Source: an optimization exercise on an open RTL-to-GDS flow (aim: small area, a short achievable clock period and few clock cycles). Production flows keep margins and buffers that such runs may drop. Function was checked by simulation only, so behaviour that the tests miss may differ from the original. No activity file was given, so power comes from the tool's default toggle rates.

## oak
// sorted_set_statistics_top
module sorted_set_statistics_top #(
  parameter int MAX_ITEMS  = 128,
  parameter int VALUE_BITS = 16
) (
  input  logic                                    clk,
  input  logic                                    rst_n,
  input  logic                                    in_valid,
  output logic                                    in_stall,
  input  logic signed [VALUE_BITS-1:0]            in_sample_value,
  input  logic                                    in_set_end,
  output logic                                    out_valid,
  input  logic                                    out_stall,
  output logic [sss_pkg::OUT_COUNT_W-1:0]         out_item_count,
  output logic signed [sss_pkg::OUT_VALUE_W-1:0]  out_smallest,
  output logic signed [sss_pkg::OUT_VALUE_W-1:0]  out_largest,
  output logic signed [sss_pkg::OUT_VALUE_W-1:0]  out_middle_value,
  output logic signed [sss_pkg::OUT_AVG_W-1:0]    out_average_q8,
  output logic                                    out_overflowed
);
Size in the first run: ~10000 cells after synthesis, roughly 3300 flip-flops, ~100 I/O pins, ~120000 µm² of cells after synthesis.
clock: 6.0 ns
lec_check: 0
cap_margin: 20
core_margin: 8
core_utilization: 50
cts_cluster_diameter: 70
cts_cluster_size: 28
setup_slack_margin: 2.6
slew_margin: 20
run.sh (not shown) runs the stock make flow with config.mk's settings and CLKGATE_MAP_FILE= SYNTH_SCRIPT=/design/flow/synth_recipe.tcl, a recipe that flattens the netlist after the stock synthesis.
Testbench counts of oak, summed over its fixed seeds: cycles 18,666.
#### Input delta (pine over oak)
diff --git a/flow/design.v b/flow/design.v
--- a/flow/design.v
+++ b/flow/design.v
@@ -209,25 +209,23 @@
   } st_t;
   logic                         in_stall_r;
   logic                         accept;
   logic [CW-1:0]                acc_cnt, acc_cnt_nxt;    
   logic                         s0_v, s0_keep, s0_end;
   logic signed [VALUE_BITS-1:0] s0_w;
   assign in_stall    = in_stall_r;
   assign accept      = in_valid && !in_stall_r;
   assign acc_cnt_nxt = !accept ? acc_cnt : in_set_end ? '0 : acc_cnt + CW'(!acc_cnt[CW-1]);
   always_ff @(posedge clk) begin
-    if (accept) begin
-      s0_w    <= in_sample_value;
-      s0_end  <= in_set_end;
-      s0_keep <= !acc_cnt[CW-1];
-    end
+    s0_w    <= in_sample_value;
+    s0_end  <= in_set_end;
+    s0_keep <= !acc_cnt[CW-1];
     if (!rst_n) begin
       s0_v    <= 1'b0;
       acc_cnt <= '0;
     end else begin
       s0_v    <= accept;
       acc_cnt <= acc_cnt_nxt;
     end
   end
   logic                         wr, fin;
   logic [CW-1:0]                cnt_r, cnt_nxt;
@@ -491,21 +489,21 @@
       in_stall_r <= ({1'b0, qc_nxt} + 4'(accept && in_set_end) >= 4'(NQ)) ||
                     ((r_code[MAX_ITEMS-3] != 3'b000) && !acc_cnt_nxt[CW-1]);
     end
   end
   logic [sss_pkg::OUT_COUNT_W-1:0]        ocount_r;
   logic signed [sss_pkg::OUT_VALUE_W-1:0] omin_r, omax_r, omid_r;
   logic signed [sss_pkg::OUT_AVG_W-1:0]   oavg_r;
   logic                                   oovf_r;
   logic signed [VALUE_BITS:0]             mid_sum, mid_half;
   logic signed [VALUE_BITS-1:0]           med_a, med_b;
-  logic signed [sss_pkg::OUT_AVG_W-1:0]   avg_r;
+  logic signed [sss_pkg::OUT_AVG_W-1:0]   avg_o;
   assign med_a    = {~res_a[VALUE_BITS-1], res_a[VALUE_BITS-2:0]};
   assign med_b    = {~res_b[VALUE_BITS-1], res_b[VALUE_BITS-2:0]};
   assign mid_half = (mid_sum + $signed({{VALUE_BITS{1'b0}}, mid_sum[VALUE_BITS]})) >>> 1;
   logic signed [VALUE_BITS:0] bx, bx_s, ms_s;
   logic signed [VALUE_BITS:0] h_min, h_max, h_sum;
   logic [sss_pkg::OUT_AVG_W-1:0] nquo;
   logic                          c4, c2;
   assign h_min = (VALUE_BITS + 1)'(q_min[hd]);
   assign h_max = (VALUE_BITS + 1)'(q_max[hd]);
   assign h_sum = q_sum[hd][VALUE_BITS:0];
@@ -521,35 +519,35 @@
   sss_add #(.W(VALUE_BITS + 1)) u_ms (
     .a (byp_r ? bx : (VALUE_BITS + 1)'(med_a)),
     .b (byp_r ? (c4 ? ~h_min : '0) : (VALUE_BITS + 1)'(med_b)),
     .ci(byp_r && c4),
     .s (ms_s),
     .co()
   );
   sss_add #(.W(sss_pkg::OUT_AVG_W)) u_nq (.a(~div_quo), .b('0), .ci(1'b1), .s(nquo), .co());
   always_ff @(posedge clk) begin
     if (st == ST_BYP) bx <= bx_s;
-    if (st == ST_MID) begin
-      mid_sum <= ms_s;
-      if (!byp_r) avg_r <= q_sum[hd][SW-1] ? nquo : div_quo;   
-      else if (c4) avg_r <= sss_pkg::OUT_AVG_W'(q_sum[hd]) <<< 6;
-      else if (c2) avg_r <= sss_pkg::OUT_AVG_W'(q_sum[hd]) <<< 7;
-      else avg_r <= sss_pkg::OUT_AVG_W'(q_sum[hd]) <<< 8;
-    end
+    if (st == ST_MID) mid_sum <= ms_s;
+  end
+  always_comb begin
+    if (!byp_r) avg_o = q_sum[hd][SW-1] ? nquo : div_quo;
+    else if (c4) avg_o = sss_pkg::OUT_AVG_W'(q_sum[hd]) <<< 6;
+    else if (c2) avg_o = sss_pkg::OUT_AVG_W'(q_sum[hd]) <<< 7;
+    else avg_o = sss_pkg::OUT_AVG_W'(q_sum[hd]) <<< 8;
   end
   always_ff @(posedge clk) begin
     if (pop) begin
       ocount_r <= sss_pkg::OUT_COUNT_W'(q_cnt[hd]);
       omin_r   <= q_min[hd];
       omax_r   <= q_max[hd];
       omid_r   <= sss_pkg::OUT_VALUE_W'(mid_half);
-      oavg_r   <= avg_r;
+      oavg_r   <= avg_o;
       oovf_r   <= q_ovf[hd];
     end
     if (!rst_n) begin
       ovalid_r <= 1'b0;
     end else if (pop) begin
       ovalid_r <= 1'b1;
     end else if (!out_stall) begin
       ovalid_r <= 1'b0;
     end
   end
## What came out
- Of oak and pine, the run reporting the higher relative contribution of the clock network to total power was oak.
- Comparing the two runs side by side, pine comes out behind oak on first-iteration DRC count.
- Final wirelength deteriorates in pine relative to oak.
- Per the comparison of pine with oak, final layout net count down 245; number of multi-input logic gates now sits lower; worst setup slack after placement down 0.13 ns; post-synthesis to final-layout area growth shows an increase of 2.7 points.
- Core utilization (pine over oak): increase, 1.4 points
- Per the comparison of pine with oak, smallest setup slack after layout shrank by 0.027 ns, routed metal-1 wire length climbed 4.9 mm, buffer and inverter count on the worst path moved up, fraction of met2 tracks used by global routing increased by 3.6 points relative to the old numbers.
- Between oak and pine, the final cell area excluding filler cells is higher for pine.
- Number of inserted diodes: pine > oak
Testbench counts of pine, summed over its fixed seeds: cycles 18,666.


== try-fjord ==
Another version of the RTL of sorted_set_statistics_top (not shown whole).
For scale: about 9600 cells after synthesis, roughly 3300 flip-flops, roughly 120000 sq um of cells after synthesis.
make LEC_CHECK=0 CAP_MARGIN=20 CORE_MARGIN=8 CORE_UTILIZATION=50 CTS_CLUSTER_DIAMETER=70 CTS_CLUSTER_SIZE=28 SETUP_SLACK_MARGIN=3.1 SLEW_MARGIN=20 finish   # period 6.0 ns
try-fjord completed end to end with timing, DRC and antenna clean.
Testbench counts of try-fjord, summed over its fixed seeds: cycles 19,091.
--- input diff try-fjord..try-yarrow ---
-- flow/design.v --
<<< try-fjord, line 199
  localparam int NG = MAX_ITEMS / GS;
  localparam int GW = $clog2(GS + 1);
  typedef enum logic [2:0] {
    ST_IDLE,
    ST_RUN,
    ST_MID,
    ST_DONE
  } st_t;
  logic                         in_stall_r;
  logic                         accept;
>>> try-yarrow, line 199
  localparam int NG = MAX_ITEMS / GS;
  localparam int GW = $clog2(GS + 1);
  typedef enum logic [1:0] {
    ST_IDLE,
    ST_RUN,
    ST_HOLD
  } st_t;
  typedef enum logic [1:0] {
    OT_EMPTY,
    OT_MID,
    OT_DONE
  } ot_t;
  logic                         in_stall_r;
  logic                         accept;
<<< try-fjord, line 314
    end
  end
  st_t                     st;
  logic [3:0]              stage;
  logic [1:0]              ph;
>>> try-yarrow, line 318
    end
  end
  st_t                     st;     
  ot_t                     ot;     
  logic                    hs;     
  logic                    sel_busy, out_busy;
  logic [3:0]              stage;
  logic [1:0]              ph;
<<< try-fjord, line 330
  logic [1:0]              age_w;
  logic [1:0]              ix;
  assign n_wait = qc - 3'(st != ST_IDLE);
  assign init   = (n_wait != '0) && ((st == ST_IDLE) || pop);
  assign age_w  = 2'(n_wait - 3'(init));
  assign ix     = (st == ST_DONE) ? hd1 : hd;
  logic [CW-1:0] ca_h;
  logic [GW+1:0] pq [NG/4];
>>> try-yarrow, line 337
  logic [1:0]              age_w;
  logic [1:0]              ix;
  assign sel_busy = (st != ST_IDLE);
  assign out_busy = (ot != OT_EMPTY);
  assign n_wait   = qc - 3'(sel_busy) - 3'(out_busy);
  assign init     = (n_wait != '0) && ((st == ST_IDLE) || hs);
  assign age_w    = 2'(n_wait - 3'(init));
  assign ix       = hd + 2'(sel_busy) + 2'(out_busy);
  logic [CW-1:0] ca_h;
  logic [GW+1:0] pq [NG/4];
<<< try-fjord, line 423
  assign h_cnt    = q_cnt[ix];
  assign out_free = !ovalid_r || !out_stall;
  assign pop      = (st == ST_DONE) && out_free;
  always_ff @(posedge clk) begin
    if (init) begin
>>> try-yarrow, line 432
  assign h_cnt    = q_cnt[ix];
  assign out_free = !ovalid_r || !out_stall;
  assign pop      = (ot == OT_DONE) && out_free;
  assign hs       = (clr || st == ST_HOLD) && !div_busy &&
                    ((ot == OT_EMPTY) || pop);
  always_ff @(posedge clk) begin
    if (init) begin
<<< try-fjord, line 437
    end else if (st == ST_RUN) begin
      if (!fast) ph <= ph + 1'b1;
      if (dec) begin
        stage  <= stage + 1'b1;
        res_a  <= {res_a[VALUE_BITS-2:0], da};
        res_b  <= {res_b[VALUE_BITS-2:0], db};
      end
      if (dec && !fast) begin
        da_r   <= da;
>>> try-yarrow, line 448
    end else if (st == ST_RUN) begin
      if (!fast) ph <= ph + 1'b1;
      if (dec) stage <= stage + 1'b1;
      if (dec && !fast) begin
        da_r   <= da;
<<< try-fjord, line 466
    if (!rst_n) begin
      st <= ST_IDLE;
    end else begin
      case (st)
        ST_IDLE: if (init) st <= ST_RUN;
        ST_RUN:  if (clr) st <= ST_MID;
        ST_MID:  if (!div_busy) st <= ST_DONE;
        ST_DONE: if (pop) st <= init ? ST_RUN : ST_IDLE;
        default: st <= ST_IDLE;
      endcase
    end
>>> try-yarrow, line 473
    if (!rst_n) begin
      st <= ST_IDLE;
      ot <= OT_EMPTY;
    end else begin
      case (st)
        ST_IDLE: if (init) st <= ST_RUN;
        ST_RUN:  if (clr) st <= !hs ? ST_HOLD : init ? ST_RUN : ST_IDLE;
        ST_HOLD: if (hs) st <= init ? ST_RUN : ST_IDLE;
        default: st <= ST_IDLE;
      endcase
      case (ot)
        OT_EMPTY: if (hs) ot <= OT_MID;
        OT_MID:   ot <= OT_DONE;
        OT_DONE:  if (pop) ot <= hs ? OT_MID : OT_EMPTY;
        default:  ot <= OT_EMPTY;
      endcase
    end
<<< try-fjord, line 514
  sss_add #(.W(sss_pkg::OUT_AVG_W)) u_nq (.a(~div_quo), .b('0), .ci(1'b1), .s(nquo), .co());
  always_ff @(posedge clk) begin
    if (st == ST_MID) begin   
      mid_sum <= ms_s;
      avg_r   <= q_sum[hd][SW-1] ? nquo : div_quo;
    end
  end
  always_ff @(posedge clk) begin
>>> try-yarrow, line 527
  sss_add #(.W(sss_pkg::OUT_AVG_W)) u_nq (.a(~div_quo), .b('0), .ci(1'b1), .s(nquo), .co());
  always_ff @(posedge clk) begin
    if (dec) begin
      res_a <= {res_a[VALUE_BITS-2:0], da};
      res_b <= {res_b[VALUE_BITS-2:0], db};
    end
  end
  always_ff @(posedge clk) begin
    if (hs) avg_r <= q_sum[out_busy ? hd1 : hd][SW-1] ? nquo : div_quo;
    if (ot == OT_MID) mid_sum <= ms_s;
  end
  always_ff @(posedge clk) begin
## What came out
try-fjord → try-yarrow: total number of vias now smaller; initial antenna violation count shrank by 2; relative max-transition margin fell by 1.3 points; die footprint lower; maximum number of pins on one net before global-route repair rose by 46.
Going from try-fjord to try-yarrow, wire length reported by the detailed router grew by a few percent.
Against try-fjord as the reference, try-yarrow delivers a higher data arrival time of the critical path.
The final reports for try-yarrow and try-fjord show sequential share of power higher in the former.
Testbench counts of try-yarrow, summed over its fixed seeds: cycles 18,946.

## static timing again, ports no longer ideal
Ports are ideal in the flow. The routed layouts listed here were re-timed in OpenROAD.
Step 1 assumes that a clkbuf_16 drives the clock port and a buf_2 every other input.
Step 2 moves the port delays by t, midway between the first and last clock arrival at a register: inputs arrive t later, outputs are due t later. That takes back most of the time a late clock gives input paths.
Three values: ideal ports, drivers, drivers and shift; two values: the first two.
run	t, ns	slack for setup (ns)	clock arrival spread, ns	slew at the worst register clock pin (ns)
oak	0.955	2.238 / 2.238 / 1.707	0.054 / 0.054	0.11 / 0.11
pine	0.956	2.211 / 2.211 / 1.861	0.079 / 0.079	0.11 / 0.11
try-fjord	0.968	2.724 / 2.724 / 2.167	0.037 / 0.037	0.11 / 0.11
try-yarrow	0.947	2.472 / 2.472 / 2.267	0.055 / 0.055	0.11 / 0.11
After both steps setup and hold are still met in every run listed. The setup slack of try-fjord, which loses most, moves by 0.000 ns with the drivers and by -0.557 ns with both steps.
